This is an optimization exercise on Yosys and OpenROAD, whose aim is a short achievable clock period and few clock cycles, not a production implementation. In this exercise RTL edits were held to simulation tests only and were not proved equivalent to the original. Power is estimated from default activity; no workload was simulated.

## old
// mini_alu_core
module mini_alu_core #(
    parameter int DATA_W  = 16,
    parameter int ADDR_W  = 8,
    parameter int DEPTH   = 254,
    parameter int IP_W    = 16,
    parameter int LED_W   = 8,
    localparam int INSTR_W = 4 + 3 * ADDR_W
) (
    input  logic               Clock,
    input  logic               Reset,
    input  logic               iRun,
    output logic [IP_W-1:0]    oIP,
    input  logic [INSTR_W-1:0] iInstruction,
    output logic [LED_W-1:0]   oLed,
    output logic               oBusy
);
clock: 10.0 ns
lec_check: 0
cap_margin: 30
core_margin: 2
core_utilization: 40
setup_slack_margin: 5
slew_margin: 40
tns_end_percent: 100
run.sh (not shown) runs the stock make flow with config.mk's settings and CLKGATE_MAP_FILE= SYNTH_SCRIPT=/design/flow/synth_recipe.tcl, a recipe that flattens the netlist after the stock synthesis.
Testbench counts of old, summed over its fixed seeds: cycles 27,009.
## Diff of input files: new against old
# old
export LEC_CHECK = 0
export CAP_MARGIN = 30
export CORE_MARGIN = 2
export CORE_UTILIZATION = 40
export SETUP_SLACK_MARGIN = 5
export SLEW_MARGIN = 40
export TNS_END_PERCENT = 100
create_clock -name core_clock -period 10.0 [get_ports {Clock}]
# new
export LEC_CHECK = 0
export CAP_MARGIN = 30
export CORE_MARGIN = 2
export CORE_UTILIZATION = 40
export SLEW_MARGIN = 40
export TNS_END_PERCENT = 100
create_clock -name core_clock -period 10.0 [get_ports {Clock}]
==> flow/flow/run.sh (new file) <==
#!/bin/bash
set -euo pipefail
bash standard.sh SETUP_SLACK_MARGIN=6.5 finish > standard_flow.log 2>&1
==> flow/standard.sh (new file) <==
#!/bin/bash
# synth_recipe.tcl (not shown) runs the flow's synth.tcl, then flattens the netlist and writes it again
# the make line also repeats each setting of config.mk as NAME=value (left out here)
make -C /OpenROAD-flow-scripts/flow DESIGN_CONFIG=/design/flow/config.mk WORK_HOME=/design/flow/orfs CLKGATE_MAP_FILE= SYNTH_SCRIPT=/design/flow/synth_recipe.tcl "${@:-finish}"
removed: flow/run.sh
--- outcome ---
old has a higher worst hold slack than new.
Sequential share of layout area (new over old): decrease, 3.5 points
Relative to old, final-layout clock-cell area share has decreased by 0.22 points in new.
[new vs old] net switching component of the power: higher in new
Compared with old, placement density in the core of new is higher.

* * *

mini_alu_core, a different RTL version from the one above (not shown whole).
Size: roughly 11000 cells after synthesis, ~4300 flip-flops, ~210000 µm² of cells after synthesis.
## mini_alu_core
module mini_alu_core #(
    parameter int DATA_W  = 16,
    parameter int ADDR_W  = 8,
    parameter int DEPTH   = 254,
    parameter int IP_W    = 16,
    parameter int LED_W   = 8,
    localparam int INSTR_W = 4 + 3 * ADDR_W
) (
    input  logic               Clock,
    input  logic               Reset,
    input  logic               iRun,
    output logic [IP_W-1:0]    oIP,
    input  logic [INSTR_W-1:0] iInstruction,
    output logic [LED_W-1:0]   oLed,
    output logic               oBusy
);
==> flow/config.mk <==
export PLATFORM = sky130hd
export DESIGN_NAME = mini_alu_core
export DESIGN_NICKNAME = mini_alu_core
export VERILOG_FILES = /design/flow/design.v
export SDC_FILE = /design/flow/constraint.sdc
export NUM_CORES = 4
export LEC_CHECK = 0
export CAP_MARGIN = 30
export CORE_MARGIN = 2
export CORE_UTILIZATION = 65
export CTS_CLUSTER_DIAMETER = 60
export CTS_CLUSTER_SIZE = 20
export SLEW_MARGIN = 40
export TNS_END_PERCENT = 100
==> flow/constraint.sdc <==
create_clock -name core_clock -period 10.0 [get_ports {Clock}]
set_input_delay 2.0000 -clock core_clock [delete_from_list [all_inputs] [get_ports {Clock}]]
set_output_delay 2.0000 -clock core_clock [all_outputs]
set_load 0.01 [all_outputs]
standard.sh (not shown) runs the stock make flow with config.mk's settings and CLKGATE_MAP_FILE= SYNTH_SCRIPT=/design/flow/synth_recipe.tcl, a recipe that flattens the netlist after the stock synthesis.
==> flow/flow/run.sh <==
#!/bin/bash
set -euo pipefail
bash standard.sh SETUP_SLACK_MARGIN=6.5 finish > standard_flow.log 2>&1
Testbench counts at the start, summed over its fixed seeds: cycles 27,199.
==> next run, changes <==
CORE_UTILIZATION = 55   (was 65)
Final area goes up by 3.9%; utilization fell by 9.0 points; die area rose by 18%; power is higher by 4.4%; maximum frequency came out higher by 2.1%; area after synthesis stays the same; critical path depth is higher by 2; synthesized cell count does not change; non-clock buffer count grows by 298; via count hardly moves; wire length increases by 4.6%.

* * *

mini_alu_core, a different RTL version from the one above (not shown whole).
Size in the first run: ~11,000 cells after synthesis, ~4,300 flip-flops, ~56 I/O pins, roughly 0.21 sq mm of cells after synthesis.
Settings: LEC_CHECK=0, CAP_MARGIN=30, CORE_MARGIN=2, CORE_UTILIZATION=55, CTS_CLUSTER_DIAMETER=60, CTS_CLUSTER_SIZE=20, SLEW_MARGIN=40, TNS_END_PERCENT=100; clock period 10.0 ns.
==> flow/flow/run.sh <==
#!/bin/bash
set -euo pipefail
bash standard.sh SETUP_SLACK_MARGIN=6.8 finish > standard_flow.log 2>&1
The baseline passed the timing, design-rule and antenna checks.
Testbench counts at the start, summed over its fixed seeds: cycles 27,199.
Change:
==> flow/flow/run.sh (replaced) <==
#!/bin/bash
set -euo pipefail
bash standard.sh SETUP_SLACK_MARGIN=6.5 finish > standard_flow.log 2>&1
- The changed run ran to the end with no violations
- non-clock buffer count goes down by 185
- via count goes down by 1.5%
- design area goes down by 1.6%

[static timing again, ports no longer ideal]
How much do the figures lean on ideal ports? The routed layouts below were timed once more, with nothing changed but the port constraints. Step 1 (the two cells are an assumption about what drives the block):
set clk [get_ports {Clock}]
set_driving_cell -lib_cell sky130_fd_sc_hd__clkbuf_16 $clk
set_driving_cell -lib_cell sky130_fd_sc_hd__buf_2 [delete_from_list [all_inputs] $clk]
Step 2, shift: input delay + t, output delay - t, t = (earliest + latest rising clock arrival at the registers) / 2. This alone moves slack from input paths to output paths. Three values: ideal ports, drivers, drivers and shift; two values: the first two.
| run | t, ns | setup WS [ns] | hold WS [ns] | latest minus earliest clock arrival (ns) |
|---|---|---|---|---|
| old | 1.153 | 4.875 / 4.875 / 4.790 | 0.512 / 0.512 / 0.512 | 0.085 / 0.085 |
| new | 1.179 | 5.528 / 5.528 / 5.125 | 0.470 / 0.470 / 0.470 | 0.110 / 0.111 |
| the first run of note 2 | 1.095 | 6.062 / 6.062 / 5.692 | 0.489 / 0.489 / 0.489 | 0.069 / 0.068 |
| the second run of note 2 | 1.091 | 6.145 / 6.145 / 5.707 | 0.491 / 0.491 / 0.491 | 0.072 / 0.071 |
| the first run of note 3 | 1.147 | 6.009 / 6.009 / 5.683 | 0.491 / 0.491 / 0.491 | 0.067 / 0.067 |
| the second run of note 3 | 1.105 | 6.096 / 6.096 / 5.576 | 0.463 / 0.463 / 0.463 | 0.057 / 0.056 |
After both steps setup and hold are still met in every run listed. For the second run of note 3, which loses most, drivers alone change the setup slack by 0.000 ns; drivers and shift together by -0.520 ns.
